Context: an optimization exercise on an open-source flow, tuned for small area, a short achievable clock period and few clock cycles. The choices shown serve that exercise and are no tape-out recipe.
In this exercise RTL edits were held to simulation tests only and were not proved equivalent to the original.

File: flow/run.sh
#!/bin/bash
# The standard layout, with the ports buffered by buf_4 rather than the
# flow's default pick, and repair_timing aiming for a larger setup margin.
set -euo pipefail
bash standard.sh SETUP_SLACK_MARGIN=5.6 "BUFFER_PORTS_ARGS=-buffer_cell sky130_fd_sc_hd__buf_4" finish > standard_make.log 2>&1
File: config.mk
export PLATFORM = sky130hd
export DESIGN_NAME = edge_midpoint_subdivider
export DESIGN_NICKNAME = edge_midpoint_subdivider
export VERILOG_FILES = /design/flow/design.v
export SDC_FILE = /design/flow/constraint.sdc
export NUM_CORES = 4
export LEC_CHECK = 0
export ABC_AREA = 1
export CAP_MARGIN = 20
export CORE_MARGIN = 2
export CORE_UTILIZATION = 55
export CTS_BUF_LIST = sky130_fd_sc_hd__clkbuf_8
export PLACE_DENSITY = 0.75
export SETUP_SLACK_MARGIN = 5
export SLEW_MARGIN = 20
File: design.v
`default_nettype none
package ems_pkg;
  localparam int COORD_W     = 16;                   
  localparam int EXTRA_FRAC  = 6;                    
  localparam int POINT_W     = 22;                   
  localparam int DELTA_W     = 35;                   
  localparam int MAX_DEPTH   = 6;                    
  localparam int DIFF_W      = COORD_W + 1;          
  localparam int SQ_W        = 2 * COORD_W;          
  localparam int SUM_W       = SQ_W + 1;             
  localparam int DEPTH_W     = $clog2(MAX_DEPTH + 1);
  localparam int STEP_W      = DIFF_W + EXTRA_FRAC;  
  localparam int REM_W       = MAX_DEPTH;            
  localparam logic [DELTA_W-1:0] DELTA_RESET = DELTA_W'(4096);
endpackage
`default_nettype wire
`default_nettype none
module ems_sq_tree (
  input  wire logic [16:0] d,
  output logic [32:0]       s_o,
  output logic [32:0]       c_o
);
  wire t0 = d[0] & d[1];
  wire t1 = d[0] & d[2];
  wire t2 = d[0] & d[3];
  wire t3 = d[0] & d[4];
  wire t4 = d[0] & d[5];
  wire t5 = d[0] & d[6];
  wire t6 = d[0] & d[7];
  wire t7 = d[0] & d[8];
  wire t8 = d[0] & d[9];
  wire t9 = d[0] & d[10];
  wire t10 = d[0] & d[11];
  wire t11 = d[0] & d[12];
  wire t12 = d[0] & d[13];
  wire t13 = d[0] & d[14];
  wire t14 = d[0] & d[15];
  wire t15 = ~(d[16] & d[0]);
  wire t16 = d[1] & d[2];
  wire t17 = d[1] & d[3];
  wire t18 = d[1] & d[4];
  wire t19 = d[1] & d[5];
  wire t20 = d[1] & d[6];
  wire t21 = d[1] & d[7];
  wire t22 = d[1] & d[8];
  wire t23 = d[1] & d[9];
  wire t24 = d[1] & d[10];
  wire t25 = d[1] & d[11];
  wire t26 = d[1] & d[12];
  wire t27 = d[1] & d[13];
  wire t28 = d[1] & d[14];
  wire t29 = d[1] & d[15];
  wire t30 = ~(d[16] & d[1]);
  wire t31 = d[2] & d[3];
  wire t32 = d[2] & d[4];
  wire t33 = d[2] & d[5];
  wire t34 = d[2] & d[6];
  wire t35 = d[2] & d[7];
  wire t36 = d[2] & d[8];
  wire t37 = d[2] & d[9];
  wire t38 = d[2] & d[10];
  wire t39 = d[2] & d[11];
  wire t40 = d[2] & d[12];
  wire t41 = d[2] & d[13];
  wire t42 = d[2] & d[14];
  wire t43 = d[2] & d[15];
  wire t44 = ~(d[16] & d[2]);
  wire t45 = d[3] & d[4];
  wire t46 = d[3] & d[5];
  wire t47 = d[3] & d[6];
  wire t48 = d[3] & d[7];
  wire t49 = d[3] & d[8];
  wire t50 = d[3] & d[9];
  wire t51 = d[3] & d[10];
  wire t52 = d[3] & d[11];
  wire t53 = d[3] & d[12];
  wire t54 = d[3] & d[13];
  wire t55 = d[3] & d[14];
  wire t56 = d[3] & d[15];
  wire t57 = ~(d[16] & d[3]);
  wire t58 = d[4] & d[5];
  wire t59 = d[4] & d[6];
  wire t60 = d[4] & d[7];
  wire t61 = d[4] & d[8];
  wire t62 = d[4] & d[9];
  wire t63 = d[4] & d[10];
  wire t64 = d[4] & d[11];
  wire t65 = d[4] & d[12];
  wire t66 = d[4] & d[13];
  wire t67 = d[4] & d[14];
  wire t68 = d[4] & d[15];
  wire t69 = ~(d[16] & d[4]);
  wire t70 = d[5] & d[6];
  wire t71 = d[5] & d[7];
  wire t72 = d[5] & d[8];
  wire t73 = d[5] & d[9];
  wire t74 = d[5] & d[10];
  wire t75 = d[5] & d[11];
  wire t76 = d[5] & d[12];
  wire t77 = d[5] & d[13];
  wire t78 = d[5] & d[14];
  wire t79 = d[5] & d[15];
  wire t80 = ~(d[16] & d[5]);
  wire t81 = d[6] & d[7];
  wire t82 = d[6] & d[8];
  wire t83 = d[6] & d[9];
  wire t84 = d[6] & d[10];
  wire t85 = d[6] & d[11];
  wire t86 = d[6] & d[12];
  wire t87 = d[6] & d[13];
  wire t88 = d[6] & d[14];
  wire t89 = d[6] & d[15];
  wire t90 = ~(d[16] & d[6]);
  wire t91 = d[7] & d[8];
  wire t92 = d[7] & d[9];
  wire t93 = d[7] & d[10];
  wire t94 = d[7] & d[11];
  wire t95 = d[7] & d[12];
  wire t96 = d[7] & d[13];
  wire t97 = d[7] & d[14];
  wire t98 = d[7] & d[15];
  wire t99 = ~(d[16] & d[7]);
  wire t100 = d[8] & d[9];
  wire t101 = d[8] & d[10];
  wire t102 = d[8] & d[11];
  wire t103 = d[8] & d[12];
  wire t104 = d[8] & d[13];
  wire t105 = d[8] & d[14];
  wire t106 = d[8] & d[15];
  wire t107 = ~(d[16] & d[8]);
  wire t108 = d[9] & d[10];
  wire t109 = d[9] & d[11];
  wire t110 = d[9] & d[12];
  wire t111 = d[9] & d[13];
  wire t112 = d[9] & d[14];
  wire t113 = d[9] & d[15];
  wire t114 = ~(d[16] & d[9]);
  wire t115 = d[10] & d[11];
  wire t116 = d[10] & d[12];
  wire t117 = d[10] & d[13];
  wire t118 = d[10] & d[14];
  wire t119 = d[10] & d[15];
  wire t120 = ~(d[16] & d[10]);
  wire t121 = d[11] & d[12];
  wire t122 = d[11] & d[13];
  wire t123 = d[11] & d[14];
  wire t124 = d[11] & d[15];
  wire t125 = ~(d[16] & d[11]);
  wire t126 = d[12] & d[13];
  wire t127 = d[12] & d[14];
  wire t128 = d[12] & d[15];
  wire t129 = ~(d[16] & d[12]);
  wire t130 = d[13] & d[14];
  wire t131 = d[13] & d[15];
  wire t132 = ~(d[16] & d[13]);
  wire t133 = d[14] & d[15];
  wire t134 = ~(d[16] & d[14]);
  wire t135 = ~(d[16] & d[15]);
  wire t136 = t10 ^ t24;
  wire t137 = t10 & t24;
  wire t138 = t11 ^ t25;
  wire t139 = t11 & t25;
  wire t140 = t12 ^ t26 ^ t39;
  wire t141 = (t12 & t26) | (t12 & t39) | (t26 & t39);
  wire t142 = t51 ^ t62;
  wire t143 = t51 & t62;
  wire t144 = t13 ^ t27 ^ t40;
  wire t145 = (t13 & t27) | (t13 & t40) | (t27 & t40);
  wire t146 = t52 ^ t63;
  wire t147 = t52 & t63;
  wire t148 = t14 ^ t28 ^ t41;
  wire t149 = (t14 & t28) | (t14 & t41) | (t28 & t41);
  wire t150 = t53 ^ t64 ^ t74;
  wire t151 = (t53 & t64) | (t53 & t74) | (t64 & t74);
  wire t152 = t83 ^ t91;
  wire t153 = t83 & t91;
  wire t154 = t15 ^ t29 ^ t42;
  wire t155 = (t15 & t29) | (t15 & t42) | (t29 & t42);
  wire t156 = t54 ^ t65 ^ t75;
  wire t157 = (t54 & t65) | (t54 & t75) | (t65 & t75);
  wire t158 = t84 ^ t92 ^ 1'b1;
  wire t159 = (t84 & t92) | (t84 & 1'b1) | (t92 & 1'b1);
  wire t160 = t30 ^ t43 ^ t55;
  wire t161 = (t30 & t43) | (t30 & t55) | (t43 & t55);
  wire t162 = t66 ^ t76 ^ t85;
  wire t163 = (t66 & t76) | (t66 & t85) | (t76 & t85);
  wire t164 = t93 ^ t100 ^ d[9];
  wire t165 = (t93 & t100) | (t93 & d[9]) | (t100 & d[9]);
  wire t166 = t44 ^ t56 ^ t67;
  wire t167 = (t44 & t56) | (t44 & t67) | (t56 & t67);
  wire t168 = t77 ^ t86 ^ t94;
  wire t169 = (t77 & t86) | (t77 & t94) | (t86 & t94);
  wire t170 = t57 ^ t68 ^ t78;
  wire t171 = (t57 & t68) | (t57 & t78) | (t68 & t78);
  wire t172 = t87 ^ t95 ^ t102;
  wire t173 = (t87 & t95) | (t87 & t102) | (t95 & t102);
  wire t174 = t69 ^ t79 ^ t88;
  wire t175 = (t69 & t79) | (t69 & t88) | (t79 & t88);
  wire t176 = t80 ^ t89 ^ t97;
  wire t177 = (t80 & t89) | (t80 & t97) | (t89 & t97);
  wire t178 = t6 ^ t20;
  wire t179 = t6 & t20;
  wire t180 = t7 ^ t21;
  wire t181 = t7 & t21;
  wire t182 = t8 ^ t22 ^ t35;
  wire t183 = (t8 & t22) | (t8 & t35) | (t22 & t35);
  wire t184 = t47 ^ t58;
  wire t185 = t47 & t58;
  wire t186 = t9 ^ t23 ^ t36;
  wire t187 = (t9 & t23) | (t9 & t36) | (t23 & t36);
  wire t188 = t48 ^ t59;
  wire t189 = t48 & t59;
  wire t190 = t136 ^ t37 ^ t49;
  wire t191 = (t136 & t37) | (t136 & t49) | (t37 & t49);
  wire t192 = t60 ^ t70 ^ d[6];
  wire t193 = (t60 & t70) | (t60 & d[6]) | (t70 & d[6]);
  wire t194 = t137 ^ t138 ^ t38;
  wire t195 = (t137 & t138) | (t137 & t38) | (t138 & t38);
  wire t196 = t50 ^ t61 ^ t71;
  wire t197 = (t50 & t61) | (t50 & t71) | (t61 & t71);
  wire t198 = t139 ^ t140 ^ t142;
  wire t199 = (t139 & t140) | (t139 & t142) | (t140 & t142);
  wire t200 = t72 ^ t81 ^ d[7];
  wire t201 = (t72 & t81) | (t72 & d[7]) | (t81 & d[7]);
  wire t202 = t141 ^ t143 ^ t144;
  wire t203 = (t141 & t143) | (t141 & t144) | (t143 & t144);
  wire t204 = t146 ^ t73 ^ t82;
  wire t205 = (t146 & t73) | (t146 & t82) | (t73 & t82);
  wire t206 = t145 ^ t147 ^ t148;
  wire t207 = (t145 & t147) | (t145 & t148) | (t147 & t148);
  wire t208 = t150 ^ t152 ^ d[8];
  wire t209 = (t150 & t152) | (t150 & d[8]) | (t152 & d[8]);
  wire t210 = t149 ^ t151 ^ t153;
  wire t211 = (t149 & t151) | (t149 & t153) | (t151 & t153);
  wire t212 = t154 ^ t156 ^ t158;
  wire t213 = (t154 & t156) | (t154 & t158) | (t156 & t158);
  wire t214 = t155 ^ t157 ^ t159;
  wire t215 = (t155 & t157) | (t155 & t159) | (t157 & t159);
  wire t216 = t160 ^ t162 ^ t164;
  wire t217 = (t160 & t162) | (t160 & t164) | (t162 & t164);
  wire t218 = t161 ^ t163 ^ t165;
  wire t219 = (t161 & t163) | (t161 & t165) | (t163 & t165);
  wire t220 = t166 ^ t168 ^ t101;
  wire t221 = (t166 & t168) | (t166 & t101) | (t168 & t101);
  wire t222 = t167 ^ t169 ^ t170;
  wire t223 = (t167 & t169) | (t167 & t170) | (t169 & t170);
  wire t224 = t172 ^ t108 ^ d[10];
  wire t225 = (t172 & t108) | (t172 & d[10]) | (t108 & d[10]);
  wire t226 = t171 ^ t173 ^ t174;
  wire t227 = (t171 & t173) | (t171 & t174) | (t173 & t174);
  wire t228 = t96 ^ t103 ^ t109;
  wire t229 = (t96 & t103) | (t96 & t109) | (t103 & t109);
  wire t230 = t175 ^ t176 ^ t104;
  wire t231 = (t175 & t176) | (t175 & t104) | (t176 & t104);
  wire t232 = t110 ^ t115 ^ d[11];
  wire t233 = (t110 & t115) | (t110 & d[11]) | (t115 & d[11]);
  wire t234 = t177 ^ t90 ^ t98;
  wire t235 = (t177 & t90) | (t177 & t98) | (t90 & t98);
  wire t236 = t105 ^ t111 ^ t116;
  wire t237 = (t105 & t111) | (t105 & t116) | (t111 & t116);
  wire t238 = t99 ^ t106 ^ t112;
  wire t239 = (t99 & t106) | (t99 & t112) | (t106 & t112);
  wire t240 = t117 ^ t121 ^ d[12];
  wire t241 = (t117 & t121) | (t117 & d[12]) | (t121 & d[12]);
  wire t242 = t107 ^ t113 ^ t118;
  wire t243 = (t107 & t113) | (t107 & t118) | (t113 & t118);
  wire t244 = t114 ^ t119 ^ t123;
  wire t245 = (t114 & t119) | (t114 & t123) | (t119 & t123);
  wire t246 = t4 ^ t18;
  wire t247 = t4 & t18;
  wire t248 = t5 ^ t19;
  wire t249 = t5 & t19;
  wire t250 = t178 ^ t33 ^ t45;
  wire t251 = (t178 & t33) | (t178 & t45) | (t33 & t45);
  wire t252 = t179 ^ t180 ^ t34;
  wire t253 = (t179 & t180) | (t179 & t34) | (t180 & t34);
  wire t254 = t181 ^ t182 ^ t184;
  wire t255 = (t181 & t182) | (t181 & t184) | (t182 & t184);
  wire t256 = t183 ^ t185 ^ t186;
  wire t257 = (t183 & t185) | (t183 & t186) | (t185 & t186);
  wire t258 = t187 ^ t189 ^ t190;
  wire t259 = (t187 & t189) | (t187 & t190) | (t189 & t190);
  wire t260 = t191 ^ t193 ^ t194;
  wire t261 = (t191 & t193) | (t191 & t194) | (t193 & t194);
  wire t262 = t195 ^ t197 ^ t198;
  wire t263 = (t195 & t197) | (t195 & t198) | (t197 & t198);
  wire t264 = t199 ^ t201 ^ t202;
  wire t265 = (t199 & t201) | (t199 & t202) | (t201 & t202);
  wire t266 = t203 ^ t205 ^ t206;
  wire t267 = (t203 & t205) | (t203 & t206) | (t205 & t206);
  wire t268 = t207 ^ t209 ^ t210;
  wire t269 = (t207 & t209) | (t207 & t210) | (t209 & t210);
  wire t270 = t211 ^ t213 ^ t214;
  wire t271 = (t211 & t213) | (t211 & t214) | (t213 & t214);
  wire t272 = t215 ^ t217 ^ t218;
  wire t273 = (t215 & t217) | (t215 & t218) | (t217 & t218);
  wire t274 = t219 ^ t221 ^ t222;
  wire t275 = (t219 & t221) | (t219 & t222) | (t221 & t222);
  wire t276 = t223 ^ t225 ^ t226;
  wire t277 = (t223 & t225) | (t223 & t226) | (t225 & t226);
  wire t278 = t227 ^ t229 ^ t230;
  wire t279 = (t227 & t229) | (t227 & t230) | (t229 & t230);
  wire t280 = t231 ^ t233 ^ t234;
  wire t281 = (t231 & t233) | (t231 & t234) | (t233 & t234);
  wire t282 = t235 ^ t237 ^ t238;
  wire t283 = (t235 & t237) | (t235 & t238) | (t237 & t238);
  wire t284 = t239 ^ t241 ^ t242;
  wire t285 = (t239 & t241) | (t239 & t242) | (t241 & t242);
  wire t286 = t243 ^ t244 ^ t126;
  wire t287 = (t243 & t244) | (t243 & t126) | (t244 & t126);
  wire t288 = t245 ^ t120 ^ t124;
  wire t289 = (t245 & t120) | (t245 & t124) | (t120 & t124);
  wire t290 = t125 ^ t128 ^ t130;
  wire t291 = (t125 & t128) | (t125 & t130) | (t128 & t130);
  wire t292 = t2 ^ t16;
  wire t293 = t2 & t16;
  wire t294 = t3 ^ t17;
  wire t295 = t3 & t17;
  wire t296 = t246 ^ t31 ^ d[3];
  wire t297 = (t246 & t31) | (t246 & d[3]) | (t31 & d[3]);
  wire t298 = t247 ^ t248 ^ t32;
  wire t299 = (t247 & t248) | (t247 & t32) | (t248 & t32);
  wire t300 = t249 ^ t250 ^ d[4];
  wire t301 = (t249 & t250) | (t249 & d[4]) | (t250 & d[4]);
  wire t302 = t251 ^ t252 ^ t46;
  wire t303 = (t251 & t252) | (t251 & t46) | (t252 & t46);
  wire t304 = t253 ^ t254 ^ d[5];
  wire t305 = (t253 & t254) | (t253 & d[5]) | (t254 & d[5]);
  wire t306 = t255 ^ t256 ^ t188;
  wire t307 = (t255 & t256) | (t255 & t188) | (t256 & t188);
  wire t308 = t257 ^ t258 ^ t192;
  wire t309 = (t257 & t258) | (t257 & t192) | (t258 & t192);
  wire t310 = t259 ^ t260 ^ t196;
  wire t311 = (t259 & t260) | (t259 & t196) | (t260 & t196);
  wire t312 = t261 ^ t262 ^ t200;
  wire t313 = (t261 & t262) | (t261 & t200) | (t262 & t200);
  wire t314 = t263 ^ t264 ^ t204;
  wire t315 = (t263 & t264) | (t263 & t204) | (t264 & t204);
  wire t316 = t265 ^ t266 ^ t208;
  wire t317 = (t265 & t266) | (t265 & t208) | (t266 & t208);
  wire t318 = t267 ^ t268 ^ t212;
  wire t319 = (t267 & t268) | (t267 & t212) | (t268 & t212);
  wire t320 = t269 ^ t270 ^ t216;
  wire t321 = (t269 & t270) | (t269 & t216) | (t270 & t216);
  wire t322 = t271 ^ t272 ^ t220;
  wire t323 = (t271 & t272) | (t271 & t220) | (t272 & t220);
  wire t324 = t273 ^ t274 ^ t224;
  wire t325 = (t273 & t274) | (t273 & t224) | (t274 & t224);
  wire t326 = t275 ^ t276 ^ t228;
  wire t327 = (t275 & t276) | (t275 & t228) | (t276 & t228);
  wire t328 = t277 ^ t278 ^ t232;
  wire t329 = (t277 & t278) | (t277 & t232) | (t278 & t232);
  wire t330 = t279 ^ t280 ^ t236;
  wire t331 = (t279 & t280) | (t279 & t236) | (t280 & t236);
  wire t332 = t281 ^ t282 ^ t240;
  wire t333 = (t281 & t282) | (t281 & t240) | (t282 & t240);
  wire t334 = t283 ^ t284 ^ t122;
  wire t335 = (t283 & t284) | (t283 & t122) | (t284 & t122);
  wire t336 = t285 ^ t286 ^ d[13];
  wire t337 = (t285 & t286) | (t285 & d[13]) | (t286 & d[13]);
  wire t338 = t287 ^ t288 ^ t127;
  wire t339 = (t287 & t288) | (t287 & t127) | (t288 & t127);
  wire t340 = t289 ^ t290 ^ d[14];
  wire t341 = (t289 & t290) | (t289 & d[14]) | (t290 & d[14]);
  wire t342 = t291 ^ t129 ^ t131;
  wire t343 = (t291 & t129) | (t291 & t131) | (t129 & t131);
  wire t344 = t132 ^ t133 ^ d[15];
  wire t345 = (t132 & t133) | (t132 & d[15]) | (t133 & d[15]);
  assign s_o = {t135, t345, t343, t341, t339, t337, t335, t333, t331, t329, t327, t325, t323, t321, t319, t317, t315, t313, t311, t309, t307, t305, t303, t301, t299, t297, t295, t293, t292, t1, t0, 1'b0, d[0]};
  assign c_o = {d[16], t134, t344, t342, t340, t338, t336, t334, t332, t330, t328, t326, t324, t322, t320, t318, t316, t314, t312, t310, t308, t306, t304, t302, t300, t298, t296, t294, d[2], 1'b0, d[1], 1'b0, 1'b0};
endmodule
`default_nettype wire
`default_nettype none
module ems_cmp_le (
  input  wire logic [35:0] a,
  input  wire logic [35:0] b,
  output logic        le_o
);
  wire c0 = ~a[0] & b[0];
  wire c1 = ~(a[0] ^ b[0]);
  wire c2 = ~a[1] & b[1];
  wire c3 = ~(a[1] ^ b[1]);
  wire c4 = ~a[2] & b[2];
  wire c5 = ~(a[2] ^ b[2]);
  wire c6 = ~a[3] & b[3];
  wire c7 = ~(a[3] ^ b[3]);
  wire c8 = ~a[4] & b[4];
  wire c9 = ~(a[4] ^ b[4]);
  wire c10 = ~a[5] & b[5];
  wire c11 = ~(a[5] ^ b[5]);
  wire c12 = ~a[6] & b[6];
  wire c13 = ~(a[6] ^ b[6]);
  wire c14 = ~a[7] & b[7];
  wire c15 = ~(a[7] ^ b[7]);
  wire c16 = ~a[8] & b[8];
  wire c17 = ~(a[8] ^ b[8]);
  wire c18 = ~a[9] & b[9];
  wire c19 = ~(a[9] ^ b[9]);
  wire c20 = ~a[10] & b[10];
  wire c21 = ~(a[10] ^ b[10]);
  wire c22 = ~a[11] & b[11];
  wire c23 = ~(a[11] ^ b[11]);
  wire c24 = ~a[12] & b[12];
  wire c25 = ~(a[12] ^ b[12]);
  wire c26 = ~a[13] & b[13];
  wire c27 = ~(a[13] ^ b[13]);
  wire c28 = ~a[14] & b[14];
  wire c29 = ~(a[14] ^ b[14]);
  wire c30 = ~a[15] & b[15];
  wire c31 = ~(a[15] ^ b[15]);
  wire c32 = ~a[16] & b[16];
  wire c33 = ~(a[16] ^ b[16]);
  wire c34 = ~a[17] & b[17];
  wire c35 = ~(a[17] ^ b[17]);
  wire c36 = ~a[18] & b[18];
  wire c37 = ~(a[18] ^ b[18]);
  wire c38 = ~a[19] & b[19];
  wire c39 = ~(a[19] ^ b[19]);
  wire c40 = ~a[20] & b[20];
  wire c41 = ~(a[20] ^ b[20]);
  wire c42 = ~a[21] & b[21];
  wire c43 = ~(a[21] ^ b[21]);
  wire c44 = ~a[22] & b[22];
  wire c45 = ~(a[22] ^ b[22]);
  wire c46 = ~a[23] & b[23];
  wire c47 = ~(a[23] ^ b[23]);
  wire c48 = ~a[24] & b[24];
  wire c49 = ~(a[24] ^ b[24]);
  wire c50 = ~a[25] & b[25];
  wire c51 = ~(a[25] ^ b[25]);
  wire c52 = ~a[26] & b[26];
  wire c53 = ~(a[26] ^ b[26]);
  wire c54 = ~a[27] & b[27];
  wire c55 = ~(a[27] ^ b[27]);
  wire c56 = ~a[28] & b[28];
  wire c57 = ~(a[28] ^ b[28]);
  wire c58 = ~a[29] & b[29];
  wire c59 = ~(a[29] ^ b[29]);
  wire c60 = ~a[30] & b[30];
  wire c61 = ~(a[30] ^ b[30]);
  wire c62 = ~a[31] & b[31];
  wire c63 = ~(a[31] ^ b[31]);
  wire c64 = ~a[32] & b[32];
  wire c65 = ~(a[32] ^ b[32]);
  wire c66 = ~a[33] & b[33];
  wire c67 = ~(a[33] ^ b[33]);
  wire c68 = ~a[34] & b[34];
  wire c69 = ~(a[34] ^ b[34]);
  wire c70 = ~a[35] & b[35];
  wire c71 = ~(a[35] ^ b[35]);
  wire c72 = c2 | (c3 & c0);
  wire c73 = c3 & c1;
  wire c74 = c6 | (c7 & c4);
  wire c75 = c7 & c5;
  wire c76 = c10 | (c11 & c8);
  wire c77 = c11 & c9;
  wire c78 = c14 | (c15 & c12);
  wire c79 = c15 & c13;
  wire c80 = c18 | (c19 & c16);
  wire c81 = c19 & c17;
  wire c82 = c22 | (c23 & c20);
  wire c83 = c23 & c21;
  wire c84 = c26 | (c27 & c24);
  wire c85 = c27 & c25;
  wire c86 = c30 | (c31 & c28);
  wire c87 = c31 & c29;
  wire c88 = c34 | (c35 & c32);
  wire c89 = c35 & c33;
  wire c90 = c38 | (c39 & c36);
  wire c91 = c39 & c37;
  wire c92 = c42 | (c43 & c40);
  wire c93 = c43 & c41;
  wire c94 = c46 | (c47 & c44);
  wire c95 = c47 & c45;
  wire c96 = c50 | (c51 & c48);
  wire c97 = c51 & c49;
  wire c98 = c54 | (c55 & c52);
  wire c99 = c55 & c53;
  wire c100 = c58 | (c59 & c56);
  wire c101 = c59 & c57;
  wire c102 = c62 | (c63 & c60);
  wire c103 = c63 & c61;
  wire c104 = c66 | (c67 & c64);
  wire c105 = c67 & c65;
  wire c106 = c70 | (c71 & c68);
  wire c107 = c71 & c69;
  wire c108 = c74 | (c75 & c72);
  wire c109 = c75 & c73;
  wire c110 = c78 | (c79 & c76);
  wire c111 = c79 & c77;
  wire c112 = c82 | (c83 & c80);
  wire c113 = c83 & c81;
  wire c114 = c86 | (c87 & c84);
  wire c115 = c87 & c85;
  wire c116 = c90 | (c91 & c88);
  wire c117 = c91 & c89;
  wire c118 = c94 | (c95 & c92);
  wire c119 = c95 & c93;
  wire c120 = c98 | (c99 & c96);
  wire c121 = c99 & c97;
  wire c122 = c102 | (c103 & c100);
  wire c123 = c103 & c101;
  wire c124 = c106 | (c107 & c104);
  wire c125 = c107 & c105;
  wire c126 = c110 | (c111 & c108);
  wire c127 = c111 & c109;
  wire c128 = c114 | (c115 & c112);
  wire c129 = c115 & c113;
  wire c130 = c118 | (c119 & c116);
  wire c131 = c119 & c117;
  wire c132 = c122 | (c123 & c120);
  wire c133 = c123 & c121;
  wire c134 = c128 | (c129 & c126);
  wire c135 = c129 & c127;
  wire c136 = c132 | (c133 & c130);
  wire c137 = c133 & c131;
  wire c138 = c136 | (c137 & c134);
  wire c139 = c137 & c135;
  wire c140 = c124 | (c125 & c138);
  wire c141 = c125 & c139;
  assign le_o = c140 | c141;
endmodule
`default_nettype wire
`default_nettype none
import ems_pkg::*;
module edge_midpoint_subdivider (
  input  wire logic                      clk_i,
  input  wire logic                      rst_ni,
  input  wire logic                      cfg_we_i,
  input  wire logic [DELTA_W-1:0]        cfg_wdata_i,
  input  wire logic                      edge_valid_i,
  output logic                           edge_ready_o,
  input  wire logic signed [COORD_W-1:0] edge_start_x_i,
  input  wire logic signed [COORD_W-1:0] edge_start_y_i,
  input  wire logic signed [COORD_W-1:0] edge_end_x_i,
  input  wire logic signed [COORD_W-1:0] edge_end_y_i,
  output logic                           point_valid_o,
  input  wire logic                      point_ready_i,
  output logic signed [POINT_W-1:0]      point_x_o,
  output logic signed [POINT_W-1:0]      point_y_o,
  output logic                           point_last_o,
  output logic                           point_capped_o
);
  logic [DELTA_W-1:0] delta_q;
  always_ff @(posedge clk_i or negedge rst_ni) begin
    if (!rst_ni) begin
      delta_q <= DELTA_RESET;
    end else if (cfg_we_i) begin
      delta_q <= cfg_wdata_i;
    end
  end
  logic a_v, b_v, b_ph, c_v, c_lp, e_v;
  logic a_mv, b_load, b_mv, c_done, c_hand, fire;
  logic fit;
  logic [DEPTH_W-1:0] c_k;
  logic e_last;
  logic c_ok, c_hand0, c_hand1, b_mv0, b_mv1;
  assign fire    = e_v & point_ready_i;
  assign c_done  = fit | (c_k == DEPTH_W'(MAX_DEPTH));
  assign c_ok    = c_v & ~c_lp & c_done;
  assign c_hand0 = c_ok & ~e_v;              
  assign c_hand1 = c_ok & e_v & e_last;      
  assign c_hand  = c_hand0 | (c_hand1 & point_ready_i);
  assign b_mv0   = b_v & b_ph & (~c_v | c_hand0);
  assign b_mv1   = b_v & b_ph & c_hand1;
  assign b_mv    = b_mv0 | (b_mv1 & point_ready_i);
  assign b_load = ~b_v | b_mv;
  assign a_mv   = a_v & b_load;
  assign edge_ready_o = ~a_v;
  always_ff @(posedge clk_i or negedge rst_ni) begin
    if (!rst_ni) begin
      a_v  <= 1'b0;
      b_v  <= 1'b0;
      b_ph <= 1'b0;
      c_v  <= 1'b0;
      c_lp <= 1'b0;
      e_v  <= 1'b0;
    end else begin
      a_v <= a_v ? ~a_mv : edge_valid_i;
      if (b_load) begin
        b_v  <= a_v;
        b_ph <= 1'b0;
      end else if (b_v) begin
        b_ph <= 1'b1;
      end
      if (b_mv) begin
        c_v <= 1'b1;
      end else if (c_hand) begin
        c_v <= 1'b0;
      end
      c_lp <= b_mv;
      if (c_hand) begin
        e_v <= 1'b1;
      end else if (fire & e_last) begin
        e_v <= 1'b0;
      end
    end
  end
  logic signed [COORD_W-1:0] a_sx, a_sy, a_ex, a_ey;
  always_ff @(posedge clk_i) begin
    if (!a_v) begin
      a_sx <= edge_start_x_i;
      a_sy <= edge_start_y_i;
      a_ex <= edge_end_x_i;
      a_ey <= edge_end_y_i;
    end
  end
  logic signed [DIFF_W-1:0]  a_dx, a_dy;
  logic signed [DIFF_W-1:0]  b_dx, b_dy;    
  logic signed [COORD_W-1:0] b_sx, b_sy;
  assign a_dx = DIFF_W'(a_ex) - DIFF_W'(a_sx);
  assign a_dy = DIFF_W'(a_ey) - DIFF_W'(a_sy);
  always_ff @(posedge clk_i) begin
    if (b_load) begin
      b_sx <= a_sx;
      b_sy <= a_sy;
      b_dx <= a_dx;
      b_dy <= a_dy;
    end else if (!b_ph) begin
      b_dx <= b_dy;
      b_dy <= b_dx;
    end
  end
  logic [SUM_W-1:0] sq_s, sq_c, s1_q, c1_q;
  logic            q_x;
  ems_sq_tree u_sq (
    .d   (b_dx),
    .s_o (sq_s),
    .c_o (sq_c)
  );
  always_ff @(posedge clk_i) begin
    s1_q <= sq_s;
    c1_q <= sq_c;
  end
  always_ff @(posedge clk_i or negedge rst_ni) begin
    if (!rst_ni) begin
      q_x <= 1'b0;
    end else begin
      q_x <= b_v & ~b_ph & ~b_load;
    end
  end
  logic [SUM_W-1:0] acc_q;
  logic [SUM_W-1:0] r3_s, r3_c;
  logic [SUM_W-1:0] sum2;
  assign r3_s = acc_q ^ s1_q ^ c1_q;
  assign r3_c = (acc_q & s1_q) | (acc_q & c1_q) | (s1_q & c1_q);
  assign sum2 = r3_s + {r3_c[SUM_W-2:0], 1'b0};
  always_ff @(posedge clk_i) begin
    if (q_x) begin
      acc_q <= sum2;
    end else if (c_lp || !b_v) begin
      acc_q <= '0;
    end
  end
  logic signed [COORD_W-1:0] c_sx, c_sy;
  logic signed [STEP_W-1:0]  c_stx, c_sty;
  logic [SUM_W-1:0]          c_l;
  logic                      c_st;
  ems_cmp_le u_fit (
    .a    ({{(DELTA_W - SUM_W){1'b0}}, c_l, c_st}),
    .b    ({delta_q, 1'b0}),
    .le_o (fit)
  );
  always_ff @(posedge clk_i) begin
    if (b_mv) begin
      c_sx  <= b_sx;
      c_sy  <= b_sy;
      c_stx <= {b_dy, {EXTRA_FRAC{1'b0}}};
      c_sty <= {b_dx, {EXTRA_FRAC{1'b0}}};
    end else if (c_v && !c_lp && !c_done) begin
      c_stx <= c_stx >>> 1;
      c_sty <= c_sty >>> 1;
    end
  end
  always_ff @(posedge clk_i or negedge rst_ni) begin
    if (!rst_ni) begin
      c_k <= '0;
    end else if (b_mv) begin
      c_k <= '0;
    end else if (c_v && !c_lp && !c_done) begin
      c_k <= c_k + DEPTH_W'(1);
    end
  end
  always_ff @(posedge clk_i) begin
    if (c_lp) begin
      c_l  <= sum2;
      c_st <= 1'b0;
    end else if (c_v && !c_done) begin
      c_l  <= c_l >> 2;
      c_st <= c_st | c_l[1] | c_l[0];
    end
  end
  logic signed [POINT_W-1:0] px_q, py_q, stx_q, sty_q;
  logic signed [POINT_W-1:0] nstx, nsty, npx, npy;
  logic [REM_W-1:0]          rem_q;
  logic                      cap_q;
  assign nstx = c_stx[POINT_W-1:0];
  assign nsty = c_sty[POINT_W-1:0];
  assign npx  = {c_sx, {EXTRA_FRAC{1'b0}}} + nstx;
  assign npy  = {c_sy, {EXTRA_FRAC{1'b0}}} + nsty;
  always_ff @(posedge clk_i) begin
    if (c_hand) begin
      px_q  <= npx;
      py_q  <= npy;
      stx_q <= nstx;
      sty_q <= nsty;
      rem_q <= REM_W'((1 << c_k) - 1);
      cap_q <= ~fit;
    end else if (fire) begin
      px_q  <= px_q + stx_q;
      py_q  <= py_q + sty_q;
      rem_q <= rem_q - REM_W'(1);
    end
  end
  always_ff @(posedge clk_i or negedge rst_ni) begin
    if (!rst_ni) begin
      e_last <= 1'b0;
    end else if (c_hand) begin
      e_last <= (c_k == '0);
    end else if (fire) begin
      e_last <= (rem_q == REM_W'(1));
    end
  end
  assign point_valid_o  = e_v;
  assign point_x_o      = px_q;
  assign point_y_o      = py_q;
  assign point_last_o   = e_last;
  assign point_capped_o = cap_q;
endmodule
`default_nettype wire
File: standard.sh
#!/bin/bash
# synth_recipe.tcl (not shown) runs the flow's synth.tcl, then flattens the netlist and writes it again
# the make line also repeats each setting of config.mk as NAME=value (left out here)
make -C /OpenROAD-flow-scripts/flow DESIGN_CONFIG=/design/flow/config.mk WORK_HOME=/design/flow/orfs CLKGATE_MAP_FILE= SYNTH_SCRIPT=/design/flow/synth_recipe.tcl "${@:-finish}"
File: constraint.sdc
create_clock -name core_clock -period 9.0 [get_ports {clk_i}]
set_input_delay 1.8000 -clock core_clock [delete_from_list [all_inputs] [get_ports {clk_i}]]
set_output_delay 1.8000 -clock core_clock [all_outputs]
set_load 0.01 [all_outputs]
==> results of run 1 <==
## metrics by stage
| stage | cell area, um2 | hold WS, ps | setup WS, ps |
|---|---|---|---|
| floorplan | 28300 | 346 | 5610 |
| global placement | 29900 | 408 | 4250 |
| detailed placement | 29900 | 405 | 4150 |
| CTS | 31800 | 414 | 5610 |
| global route | 32100 | 425 | 5600 |
| finish | 32100 | 417 | 5820 |
## layer usage
layer / up-vias / part of all wire, % / wire length [um] / global-route usage [%]
met3: 137 / 8.3 / 5740 / 4.74
met4: 0 / 2.7 / 1850 / 8.55
met2: 843 / 45 / 31000 / 39.7
li1: 9952 / - / - / -
met5: - / 0 / 0 / 0
met1: 9887 / 44 / 30400 / 36.8
## kinds of logic after synthesis
| group | synth area share (%) |
|---|---|
| AOI/OAI and AO/OA | 7.68 |
| xor gates and xnor gates | 4.09 |
| adders and majority gates | 17.2 |
| buffers and inverters | 7.56 |
| DFF | 47.3 |
| muxes | 1.32 |
| and+or+nand+nor | 14.8 |
## what timing repair did
| item | CTS | global route |
|---|---|---|
| endpoints found under the setup margin | 266 | 266 |
| hold buffers | 0 | 0 |
| setup buffers | 5 | 19 |
| gates resized for setup | 15 | 10 |
| cloned | 7 | 5 |
| pin swaps | 4 | 4 |
## synthesized netlist by cell type (5+ instances only)
master,count,area share [%]
a211oi_1,9,0.24
a21boi_0,5,0.13
a21o_1,19,0.50
a21oi_1,139,2.5
a31oi_1,14,0.31
buf_1,13,0.17
buf_2,25,0.44
buf_4,5,0.13
clkbuf_1,33,0.44
dfrtp_1,45,4.0
dfxtp_1,75,5.3
edfxtp_1,357,38
fa_1,118,8.4
ha_1,199,8.8
inv_1,452,6.0
mux2_2,33,1.3
nand2_1,694,9.2
nand2_2,12,0.27
nand3_1,124,2.2
nand4_1,20,0.44
nor2_1,128,1.7
nor3_1,15,0.27
o21ai_0,139,2.5
o21ai_1,16,0.28
o21bai_1,16,0.43
xnor2_1,56,1.7
xor2_1,76,2.4
## path summary, 6_finish.rpt
| kind | endpoint | slack [ps] | depth (start not counted) |
|---|---|---|---|
| max | b_dx[11]$_DFFE_PP_ | 5820 | 19 |
| min | c_sx[5]$_DFFE_PP_ | 420 | 0 |
| max reg2reg | b_dx[11]$_DFFE_PP_ | 5820 | 19 |
| min reg2reg | c_sx[5]$_DFFE_PP_ | 420 | 0 |
| max in group asynchronous | c_lp$_DFF_PN0_ | 7370 | 1 |
| min in group asynchronous | delta_q[13]$_DFFE_PN0P_ | 1170 | 1 |
## area by class of cell
cell class / instances / area (um2) / area share [%]
Clock inverter: 57 / 388 / 1.21
Multi-Input combinational cell: 1894 / 12900 / 40.2
Clock buffer: 88 / 1210 / 3.77
Tap cell: 680 / 851 / 2.65
Inverter: 454 / 1740 / 5.41
Timing Repair Buffer: 196 / 1610 / 5.03
Antenna cell: 1 / 2.50 / 0.00779
Sequential cell: 478 / 13400 / 41.7
Timing Repair inverter: 1 / 11.3 / 0.0351
## worst max-delay path: stages (launching register included)
cell,delay [ps]
dfstp_2,530
ha_1,240
nand2_1,70
nand2_1,50
nand2_1,50
nand2_1,50
a21oi_1,190
nand2_1,90
nand2_1,60
nand2_1,90
nand2_1,120
nand3_4,180
nand3_4,190
buf_16,190
nand2_8,120
nand2_8,200
nand2_8,80
clkinvlp_4,110
buf_12,140
nand2_4,100
## state kept, by name (all words and copies together) (netlist names), 16 cells and up
name	cells
b_sy	16
b_sx	16
a_sy	16
sty_q	22
stx_q	22
c_l	33
a_sx	16
b_dy	17
py_q	22
a_ex	16
acc_q	33
c_stx	23
c_sy	16
px_q	22
c_sty	23
b_dx	17
s1_q	32
a_ey	16
c1_q	30
delta_q	35
c_sx	16
==> notes.md, run 1 <==
clock sinks=478; clk slew on worst S/H paths=60 ps; drt total wl=69000 um; hold_sp=b_sx[5]$_DFFE_PP_; CP Data Required Time=9370 ps; CTS tree=built; vias in the first global route=20700; Syn-to-layout area delta=13.7%; largest net degree at the start of global routing=92; ys async rst share=9.62%; Syn Std Cell Area=0.0283 mm2; Synthesis Warnings=1; Crit Path Class=reg2reg; IO buf count=151; Clock Skew=26.8 ps; vias per cell=5.41; Core ar.=0.0511 mm2; R2R Path Start=delta_q[12]$_DFFE_PN1P_; # rows=83; RSZ-0062 raised after global routing=false; Fmax=315 MHz; worst slew pin tran=946 ps; Congestion Overflow GR=0; initial detailed-routing violation count=1995; cell count after synthesis=2901; Routed Antenna Nets=0; GRT Total Usage=25.7%; setup violators final=0; NumNets Final=3526; Final Cycle Share=35.3%; RD Place Congestion=0.910; CTS buffer count=80; Die Wd=231 um; DRC viols=0; die area=0.0532 mm2; Max-cap violations=0; status=timing/DRC/antenna clean; Max FO, Critical Path=20; Post-synth EDFFs=357; Syn Area/Cell=9.74 um2; Seq/Total Area, Yosys=47.3%; Critical Path Start=delta_q[12]$_DFFE_PN1P_; Finished Layout Cells=3849; Ports=152; via count=20800; share of layout cells above drive strength 1=12.2%; syn_nets=3322; Die H=231 um; Cell variety after synth=55; final core occ=62.8%; final hold vios=0; H-tree level count=3; fillers=4094; commonest non-fill, non-tap cell in the layout=nand2_1; 1st-pass router iterations=9; min cycle time layout=3180 ps; Relative slew margins=36.9%; Root Driver=clkbuf_8; worst hold path type=reg2reg; commonest non-fill, non-tap cells in the layout=691 x nand2_1, 474 x inv_1, 357 x edfxtp_1; Initial Util=55.3%; CP startpoint kind=flop; clock buffer depth=3; first-pass GRT wire length=108000 um; initial antenna violation count=1; count of final max-slew check failures=0; FF+latch count, synth=478; Critical Path AT=3550 ps; TNS Setup=0 ps; drt wl/cell=17.9 um; Placed Cells=3665; crit end category=flop; post-DP HPWL=48000 um; ys flop type=edfxtp_1; worst skew pair latency=670 ps
Testbench counts, summed over its fixed seeds: cycles 16,976.
==> run 2, diff against run 1 <==
==> flow/run.sh (replaced) <==
#!/bin/bash
# The standard layout, with the ports buffered by buf_4 rather than the
# flow's default pick, and repair_timing aiming for a larger setup margin.
set -euo pipefail
bash standard.sh SETUP_SLACK_MARGIN=6.0 "BUFFER_PORTS_ARGS=-buffer_cell sky130_fd_sc_hd__buf_4" finish > standard_make.log 2>&1
==> run 2 against run 1 <==
Non-clock buffer count up 85. Register-to-register slack better by 150 ps. Critical endpoint is now edge_ready_o. Design area up 3.5%. Worst setup slack worse by 78 ps. Clock skew up 56 ps. Sequential cell count unchanged. Count of clock-buffer cells in the layout unchanged. Critical path type is now reg2out.
==> notes.md, run 2 <==
status=timing/DRC/antenna clean; Die Wd=231 um (unchanged); min cycle time layout=3250 ps (+78.0 ps); via count=21200 (+1.7%); CTS buffer count=81 (+1.3%); clk slew on worst S/H paths=60 ps (about the same); Die H=231 um (unchanged); most frequent cell after synthesis=nand2_1; TNS Setup=0 ps (unchanged); register area=0.0134 mm2 (unchanged); vias in the first global route=20900 (+0.70%); drt wl/cell=17.9 um (-0.40%); Synthesis Warnings=1 (unchanged); post-synth top area share=37.9% (unchanged); crit end category=primary output; worst hold path type=reg2reg; CP max-delay cell=dfrtp_1; drt total wl=70300 um (+2.0%); ys flop type=edfxtp_1; Routed Antenna Nets=0 (unchanged); max reg flops=35 (unchanged); Seq/Total Area, Yosys=47.3% (unchanged); Syn Std Cell Area=0.0283 mm2 (unchanged); Buf/Inv on CP=3 (unchanged); CP startpoint kind=flop; first-pass GRT wire length=109000 um (+1.1%); initial detailed-routing violation count=1947 (-2.4%); post-route setup slack=5750 ps (-78.0 ps); Top Family by Delay on Critical Path=flip-flops; Max-cap violations=0 (unchanged); critical path cell sequence=clkinvlp_4 > clkbuf_16 > buf_6; post-DP HPWL=47900 um (-0.16%); Core ar.=0.0511 mm2 (unchanged); RSZ-0062 raised after global routing=true; grt met1 use=37.2% (+0.38 points); CTS Hold Bufs=0 (unchanged); setup violators final=0 (unchanged); H-tree level count=3 (unchanged); Post-synth EDFFs=357 (unchanged); multi-input logic area=0.0132 mm2 (+1.8%); Relative slew margins=51.2% (+14 points); vias per cell=5.37 (-0.68%); die area=0.0532 mm2 (unchanged); RD Place Congestion=0.904 (-0.70%); commonest non-fill, non-tap cells in the layout=683 x nand2_1, 474 x inv_1, 357 x edfxtp_1; clock sinks=478 (unchanged); count of final max-slew check failures=0 (unchanged); Congestion Overflow GR=0 (unchanged); Critical Path AT=1450 ps (-2100 ps); Initial Util=55.3% (unchanged); Cell variety after synth=55 (unchanged); worst skew pair latency=710 ps (+40 ps); GRT busiest layer=met2; cell count after synthesis=2901 (unchanged); # rows=83 (unchanged); FF+latch count, synth=478 (unchanged); Syn Area/Cell=9.74 um2 (unchanged); largest net degree at the start of global routing=77 (-16%); Largest Register=delta_q; worst slew pin tran=731 ps (-215 ps); Final Cycle Share=36.2% (+0.87 points); fillers=3902 (-4.7%); CP Data Required Time=7200 ps (-2170 ps); GRT Total Usage=26.1% (+0.37 points); NumNets Final=3611 (+2.4%); Crit Path Class=reg2out; IO buf count=151 (unchanged); Fmax=307 MHz (-2.4%); Ports=152 (unchanged); met2 Usage GRT=40.8% (+1.1 points); Placed Cells=3665 (unchanged); Yosys top cell by area=edfxtp_1; Synth top cells by count=694 x nand2_1, 452 x inv_1, 357 x edfxtp_1; Top Registers=delta_q x35, acc_q x33, c_l x33; syn_nets=3322 (unchanged); clock buffer depth=3 (unchanged); CTS tree=built; max incr delay on CP=390 ps (-140 ps); ys async rst share=9.62% (unchanged); initial antenna violation count=1 (unchanged); final hold vios=0 (unchanged); share of layout cells above drive strength 1=15.8% (+3.7 points); dominant cells by area after synthesis=edfxtp_1 38%, nand2_1 9.2%, ha_1 8.8%, fa_1 8.4%, inv_1 6.0%; met3 Use GR=4.48% (-0.26 points); Finished Layout Cells=3940 (+2.4%); Setup WS pre-CTS=4830 ps (+683 ps); Clock Skew=82.4 ps (+55.6 ps); hold slack final=406 ps (-11.2 ps); Root Driver=clkbuf_8; Syn-to-layout area delta=17.6%; Max FO, Critical Path=2 (-90%); commonest non-fill, non-tap cell in the layout=nand2_1; DRC viols=0 (unchanged); 1st-pass router iterations=6 (-3)
-- run 2: cell counts after synthesis --
No cell type changed its count.
-- run 2: cells by family (layout without fill, tap and decap cells) --
family	count (synthesis)	after routing	synth area share [%]
buffers and inverters	538	886	7.56
multiplexers	33	33	1.32
AND/OR/NAND/NOR	1016	1025	14.8
other	0	2	0
adder cells (fa/ha/maj)	317	317	17.2
XOR/XNOR	132	132	4.09
AO/OA/AOI/OAI	387	387	7.68
flip-flops	478	478	47.3
-- run 2: worst paths after layout --
kind,endpoint,slack [ps],from,depth (start not counted)
setup / recovery,edge_ready_o,5750,a_v$_DFF_PN0_,3
hold / removal,c_sx[1]$_DFFE_PP_,410,b_sx[1]$_DFFE_PP_,0
setup reg to reg,c1_q[20]$_DFF_P_,5970,b_dx[3]$_DFFE_PP_,9
hold reg to reg,c_sx[1]$_DFFE_PP_,410,b_sx[1]$_DFFE_PP_,0
max in group asynchronous,a_v$_DFF_PN0_,7380,rst_ni,1
min in group asynchronous,delta_q[10]$_DFFE_PN0P_,1160,rst_ni,1
-- run 2: timing repair --
| item | 4_1_cts | 5_1_grt |
|---|---|---|
| buffers inserted | 68 | 41 |
| pin swaps | 5 | 26 |
| endpoints found under the hold margin | 0 | 0 |
| gates cloned | 6 | 7 |
| endpoints found under the setup margin | 353 | 337 |
| gates resized for setup | 75 | 71 |
-- run 2: through the flow --
step | utilization (%) | area, um2
after global placement | 58.7 | 30000
after CTS | 63.7 | 32500
after floorplan | - | 28300
final | 65.0 | 33200
after global routing | 65.0 | 33200
after detailed placement | 58.7 | 30000
-- run 2: worst register-to-register path, delay by kind of cell, from the launching register on --
kind                       cells  cell delay [ps]
adders and majority gates      4             1940
buffers and inverters          4              170
DFF                            1              550
and+or+nand+nor                1              150
-- run 2: cell type report --
cell class                      count  area share, %
Clock inverter                     63           1.13
Clock buffer                       88           3.65
Timing Repair Buffer              281           7.57
Antenna cell                        2         0.0151
Inverter                          454           5.21
Tap cell                          680           2.56
Multi-Input combinational cell   1894           39.6
Sequential cell                   478           40.3
-- run 2: routing by layer --
metal | share of wire, % | up-vias | wire length [um]
met5 | 0 | - | 0
met4 | 2.5 | 0 | 1790
met3 | 8.6 | 148 | 6050
met2 | 45 | 879 | 31800
met1 | 44 | 10000 | 30700
li1 | - | 10100 | -
==> run 3, diff against run 2 <==
==> flow/run.sh (replaced) <==
#!/bin/bash
# The standard layout, with the ports buffered by buf_4 rather than the
# flow's default pick, and repair_timing aiming for a larger setup margin.
set -euo pipefail
bash standard.sh SETUP_SLACK_MARGIN=5.8 "BUFFER_PORTS_ARGS=-buffer_cell sky130_fd_sc_hd__buf_4" finish > standard_make.log 2>&1
--- a/config.mk
+++ b/config.mk
@@ -6,10 +6,9 @@
 export NUM_CORES = 4
 export LEC_CHECK = 0
-export ABC_AREA = 1
 export CAP_MARGIN = 20
 export CORE_MARGIN = 2
-export CORE_UTILIZATION = 55
+export CORE_UTILIZATION = 40
 export CTS_BUF_LIST = sky130_fd_sc_hd__clkbuf_8
-export PLACE_DENSITY = 0.75
+export PLACE_DENSITY = 0.6
 export SETUP_SLACK_MARGIN = 5
 export SLEW_MARGIN = 20
==> run 3 against run 2 <==
Sequential cell count is the same. Synthesized cell count decreased by 20%. Worst setup slack got worse by 130 ps. Still clean on timing, DRC and antenna. Count of clock-buffer cells in the layout increased by 2. Hold slack improved by 11 ps. Synthesized area down 3.6%. Cell count fell by 10%. Register-to-register slack worse by 230 ps. Core utilization shrank 16 points. Highest routed layer unchanged. Design area shrank 1.3%.
==> notes.md, run 3 <==
die area=0.0702 mm2 (+32%); Cell variety after synth=74 (+35%); status=timing/DRC/antenna clean; hold slack final=417 ps (+10.9 ps); largest net degree at the start of global routing=64 (-17%); Syn-to-layout area delta=20.5%; Relative slew margins=41.4% (-9.8 points); Core ar.=0.0673 mm2 (+32%); CTS buffer count=84 (+3.7%); Synth top cells by count=357 x edfxtp_1, 226 x inv_1, 199 x ha_1; NumNets Final=3011 (-17%); most frequent cell after synthesis=edfxtp_1; Die H=265 um (+15%); clk slew on worst S/H paths=60 ps (about the same); final hold vios=0 (unchanged); Clock Skew=54.8 ps (-27.5 ps); initial detailed-routing violation count=1312 (-33%); H-tree level count=3 (unchanged); Synthesis Warnings=1 (unchanged); CP max-delay cell=dfrtp_1; share of layout cells above drive strength 1=21.1% (+5.3 points); DRC viols=0 (unchanged); TNS Setup=0 ps (unchanged); worst skew pair latency=700 ps (about the same); setup violators final=0 (unchanged); GRT Total Usage=19.5% (-6.6 points); first-pass GRT wire length=106000 um (-2.6%); Syn Std Cell Area=0.0272 mm2 (-3.6%); vias in the first global route=18700 (-10%); Seq/Total Area, Yosys=49.1% (+1.8 points); clock buffer depth=3 (unchanged); worst hold path type=reg2reg; max reg flops=35 (unchanged); Syn Area/Cell=11.8 um2 (+21%); CTS tree=built; Initial Util=40.5% (-15 points); Top Registers=delta_q x35, acc_q x33, c_l x33; dominant cells by area after synthesis=edfxtp_1 39%, ha_1 9.1%, fa_1 8.7%, dfxtp_1 5.5%, dfrtp_1 4.1%; Buf/Inv on CP=2 (-1); Crit Path Class=reg2out; Post-synth EDFFs=357 (unchanged); crit end category=primary output; syn_nets=2737 (-18%); min cycle time layout=3380 ps (+126 ps); drt total wl=70500 um (+0.20%); post-synth top area share=39.4% (+1.4 points); initial antenna violation count=3 (+2); ys async rst share=9.62% (unchanged); CP startpoint kind=flop; FF+latch count, synth=478 (unchanged); Max-cap violations=0 (unchanged); commonest non-fill, non-tap cells in the layout=357 x edfxtp_1, 250 x inv_1, 224 x buf_4; CP Data Required Time=7200 ps (about the same); Root Driver=clkbuf_8; Top Family by Delay on Critical Path=buffers and inverters; ys flop type=edfxtp_1; Ports=152 (unchanged); count of final max-slew check failures=0 (unchanged); Critical Path AT=1580 ps (+130 ps); Max FO, Critical Path=2 (unchanged); # rows=95 (+14%); CTS Hold Bufs=0 (unchanged); Largest Register=delta_q; Routed Antenna Nets=0 (unchanged); RSZ-0062 raised after global routing=true; final core occ=48.8% (-16 points); drt wl/cell=19.9 um (+12%); vias per cell=5.27 (-1.8%); Congestion Overflow GR=0 (unchanged); Die Wd=265 um (+15%); post-DP HPWL=46700 um (-2.5%); Final Cycle Share=37.6% (+1.4 points); via count=18600 (-12%); critical path cell sequence=clkinvlp_4 > buf_6; Yosys top cell by area=edfxtp_1; max incr delay on CP=400 ps (about the same); IO buf count=151 (unchanged); 1st-pass router iterations=5 (-1); worst slew pin tran=875 ps (+144 ps); commonest non-fill, non-tap cell in the layout=edfxtp_1; cell count after synthesis=2316 (-20%); Fmax=296 MHz (-3.7%); clock sinks=478 (unchanged); RD Place Congestion=0.876 (-3.1%)
-- run 3: path summary, 6_finish.rpt --
check                                        start                      end  slack, ps  depth (start not counted)
max                                  a_v$_DFF_PN0_             edge_ready_o       5620                          2
min                              b_sy[4]$_DFFE_PP_        c_sy[4]$_DFFE_PP_        420                          0
max reg2reg                acc_q[11]$_SDFFCE_PN0P_  acc_q[30]$_SDFFCE_PN0P_       5740                         10
min reg2reg                      b_sy[4]$_DFFE_PP_        c_sy[4]$_DFFE_PP_        420                          0
max in group asynchronous                   rst_ni            q_x$_DFF_PN0_       7380                          1
min in group asynchronous                   rst_ni  delta_q[13]$_DFFE_PN0P_       1110                          1
-- run 3: area by class of cell --
type,count,area (um2)
inverters,228,890
diodes,2,5.00
multi-input cells,1543,13600
clock buffers,90,1240
fillers,5958,34500
flip-flops and latches,478,13400
well taps,873,1090
repair inverters,2,18.8
clock inverters,67,355
repair buffers,253,2230
-- run 3: logic make-up (layout without fill, tap and decap cells) --
family / count (synthesis) / count (layout) / synth area share [%]
other: 0 / 2 / 0
adder cells (fa/ha/maj): 317 / 317 / 17.8
multiplexers: 109 / 109 / 4.39
AO/OA/AOI/OAI: 439 / 440 / 10.4
XOR/XNOR: 123 / 123 / 3.96
AND/OR/NAND/NOR: 551 / 554 / 10.1
buffers and inverters: 299 / 640 / 4.19
flip-flops: 478 / 478 / 49.1
-- run 3: metal layers --
metal,share of wire [%],GRT usage (%),vias up
met4,2.0,5.80,0
met3,6.8,3.72,105
met1,47,28.1,9154
li1,-,-,8781
met5,0,0,-
met2,45,29.7,606
-- run 3: stage by stage --
| step | cell area [um2] | setup WS [ps] | instances |
|---|---|---|---|
| 2_1_floorplan | 27300 | 5560 | 2316 |
| 3_3_place_gp | 29300 | 4390 | 3279 |
| 3_5_place_dp | 29300 | 4340 | 3279 |
| 4_1_cts | 32100 | 5550 | 3504 |
| 5_1_grt | 32800 | 5540 | 3535 |
| 6_report | 32800 | 5620 | 3536 |
-- run 3: worst reg2reg max path: stages (launching register included) --
cell and delay [ps]:
edfxtp_1 400, fa_1 540, ha_4 330, and3_4 200
and3_4 200, a211oi_4 80, or3_4 470, a211oi_4 350
o31ai_4 100, a21oi_2 190, and3b_1 190
-- run 3: repair_timing --
| action | in CTS | in global routing |
|---|---|---|
| gates resized for setup | 82 | 101 |
| pin swaps | 27 | 35 |
| endpoints found under the setup margin | 437 | 253 |
| gates cloned | 9 | 7 |
| buffers inserted | 59 | 23 |
==> run 4, diff against run 3 <==
--- a/config.mk
+++ b/config.mk
@@ -6,9 +6,10 @@
 export NUM_CORES = 4
 export LEC_CHECK = 0
+export ABC_AREA = 1
 export CAP_MARGIN = 20
 export CORE_MARGIN = 2
-export CORE_UTILIZATION = 40
+export CORE_UTILIZATION = 60
 export CTS_BUF_LIST = sky130_fd_sc_hd__clkbuf_8
-export PLACE_DENSITY = 0.6
+export PLACE_DENSITY = 0.8
 export SETUP_SLACK_MARGIN = 5
 export SLEW_MARGIN = 20
==> run 4 against run 3 <==
Design area down 2.0%. Count of clock-buffer cells in the layout down 3. Synthesized area up 3.7%. Non-clock buffer count down 43. Sequential share of layout area up 0.81 points. Die area down 30%. First-iteration DRC count up 66%. Via count up 14%. Global-route usage up 9.0 points. Register-to-register slack better by 150 ps. Largest cell class is now flip-flops and latches.
==> notes.md, run 4 <==
Ports=152 (unchanged); hold_sp=b_sx[5]$_DFFE_PP_; crit end category=primary output; Die Wd=221 um (-17%); first-pass GRT wire length=110000 um (+3.7%); ys async rst share=9.62% (unchanged); Critical Path Stages=3 (+1); Synth top cells by count=694 x nand2_1, 452 x inv_1, 357 x edfxtp_1; Top Family by Delay on Critical Path=flip-flops; FF-to-FF setup slack=5890 ps (+150 ps); CTS Hold Bufs=0 (unchanged); ys flop type=edfxtp_1; Die H=221 um (-17%); worst hold path type=reg2reg; die area=0.0488 mm2 (-30%); critical path cell sequence=clkinvlp_4 > clkbuf_16 > buf_6; H-tree level count=3 (unchanged); status=timing/DRC/antenna clean; TNS Setup=0 ps (unchanged); Syn Std Cell Area=0.0283 mm2 (+3.7%); Root Driver=clkbuf_8; share of layout cells above drive strength 1=12.8% (-8.3 points); Syn-to-layout area delta=13.8%; syn_nets=3322 (+21%); CP startpoint kind=flop; CP max-delay cell=dfrtp_1; uppermost routed layer=met4; Critical Path Start=a_v$_DFF_PN0_; count of final max-slew check failures=0 (unchanged); min cycle time layout=3240 ps (-144 ps); CTS tree=built; NumNets Final=3540 (+18%); Crit Path Class=reg2out; Relative slew margins=37.8% (-3.6 points); Max FO, Critical Path=2 (unchanged); drt total wl=69700 um (-1.1%); # rows=79 (-17%); Core ar.=0.0466 mm2 (-31%); via count=21300 (+14%); post-synth top area share=37.9% (-1.4 points); clock buffer depth=3 (unchanged); fillers=3290 (-45%); commonest non-fill, non-tap cells in the layout=691 x nand2_1, 470 x inv_1, 357 x edfxtp_1; clock sinks=478 (unchanged); IO buf count=151 (unchanged); Fmax=309 MHz (+4.4%); final hold vios=0 (unchanged); worst slew pin tran=932 ps (+56.8 ps); final core occ=69.1% (+20 points); GRT Total Usage=28.4% (+9.0 points); setup violators final=0 (unchanged); Buf/Inv on CP=3 (+1); max reg flops=35 (unchanged); Post-synth EDFFs=357 (unchanged); Yosys top cell by area=edfxtp_1; M1 WL=29500 um (-9.9%); RD Place Congestion=0.917 (+4.8%); cell count after synthesis=2901 (+25%); dominant cells by area after synthesis=edfxtp_1 38%, nand2_1 9.2%, ha_1 8.8%, fa_1 8.4%, inv_1 6.0%; clk slew on worst S/H paths=60 ps (about the same); DRC viols=0 (unchanged); most frequent cell after synthesis=nand2_1; worst skew pair latency=690 ps (about the same); 1st-pass router iterations=6 (+1); routed wl met3=6130 um (+28%); Critical Path AT=1440 ps (-140 ps); Final Cycle Share=36.0% (-1.6 points); R2R Path Start=b_dx[15]$_DFFE_PP_; ant diodes=0 (-2); drt wl/cell=18.4 um (-7.6%); FF+latch count, synth=478 (unchanged); Synthesis Warnings=1 (unchanged); CP Data Required Time=7200 ps (about the same); initial detailed-routing violation count=2178 (+66%); RSZ-0062 raised after global routing=true; wire length on met2=32100 um (+1.9%); Top Registers=delta_q x35, acc_q x33, c_l x33; vias in the first global route=21100 (+13%); Largest Register=delta_q; post-DP HPWL=47600 um (+1.9%); Seq/Total Area, Yosys=47.3% (-1.8 points); initial antenna violation count=0 (-3); hold depth=0 (unchanged); Initial Util=60.7% (+20 points); commonest non-fill, non-tap cell in the layout=nand2_1; Clock Skew=49.3 ps (-5.56 ps); largest net degree at the start of global routing=92 (+44%); worst reg-to-reg path cell count=8 (-2); vias per cell=5.62 (+6.6%); Max-cap violations=0 (unchanged); max incr delay on CP=400 ps (about the same); Congestion Overflow GR=0 (unchanged); CTS buffer count=80 (-4.8%); Routed Antenna Nets=0 (unchanged); Cell variety after synth=55 (-26%); Syn Area/Cell=9.74 um2 (-17%)
[run 4: kinds of logic after synthesis]
logic type	count (synthesis)	share of synthesized area, %
simple gates	1016	14.8
xor+xnor	132	4.09
buf+inv	538	7.56
flops	478	47.3
compound gates	387	7.68
fa+ha+maj	317	17.2
mux	33	1.32
[run 4: final cells by class]
type	count	area, um2	area share (%)
well taps	607	759	2.36
clock inverters	55	344	1.07
inverters	454	1720	5.35
multi-input cells	1895	13000	40.4
flip-flops and latches	478	13400	41.6
clock buffers	87	1200	3.72
repair buffers	210	1780	5.54
[run 4: metrics by stage]
step	worst slack (ps)	hold slack (ps)	cell area [um2]	cells
3_5_place_dp	4430	405	29900	3591
3_3_place_gp	4490	407	29900	3591
5_1_grt	5700	423	32200	3786
2_1_floorplan	5870	346	28300	2901
6_report	5760	419	32200	3786
4_1_cts	5740	418	32000	3775
[run 4: layer usage]
layer | GRT usage (%) | up-vias
met5 | 0 | -
met4 | 8.72 | 0
met3 | 5.92 | 161
met2 | 44.8 | 948
met1 | 39.9 | 10200
li1 | - | 9986
[run 4: what timing repair did]
action                     in CTS  in global routing
pin swaps                       6                  1
setup endpoints to repair     343                289
cloned                         13                  2
setup buffers                  29                  9
gates resized for setup        20                 15
[run 4: final timing paths]
path                                      endpoint
max                                   edge_ready_o
min                              c_sx[5]$_DFFE_PP_
max reg2reg                       c1_q[20]$_DFF_P_
min reg2reg                      c_sx[5]$_DFFE_PP_
max in group asynchronous            a_v$_DFF_PN0_
min in group asynchronous  delta_q[14]$_DFFE_PN0P_
[run 4: worst reg2reg max path, cell delays in order (launching register included)]
cell and delay, ps:
edfxtp_1 710, nand2_1 170, fa_1 540, inv_1 50, fa_1 470, inv_1 50, fa_1 480, inv_1 50
fa_1 450

static timing again, ports no longer ideal:
How much do the figures lean on ideal ports? The routed layouts below were timed once more, with nothing changed but the port constraints.
Step 1 assumes that a clkbuf_16 drives the clock port and a buf_2 every other input.
Step 2, shift: input delay + t, output delay - t, t = (earliest + latest rising clock arrival at the registers) / 2. This alone moves slack from input paths to output paths.
Slacks: ideal ports / drivers / drivers and shift; pairs: ideal ports / drivers.
| run | shift t [ns] | setup slack, ns | clock arrival spread, ns | worst data-port slew with drivers (ns) | pins driven straight from the clock port |
|---|---|---|---|---|---|
| run 1 | 0.710 | 5.824 / 5.824 / 5.411 | 0.029 / 0.029 | 0.04 | 1 |
| run 2 | 0.726 | 5.746 / 5.689 / 5.562 | 0.082 / 0.082 | 0.05 | 1 |
| run 3 | 0.728 | 5.620 / 5.565 / 5.463 | 0.055 / 0.055 | 0.04 | 1 |
| run 4 | 0.721 | 5.764 / 5.706 / 5.482 | 0.049 / 0.050 | 0.05 | 1 |
After both steps every run listed still meets setup and hold. For run 1, which loses most, drivers alone change the setup slack by 0.000 ns; drivers and shift together by -0.413 ns.
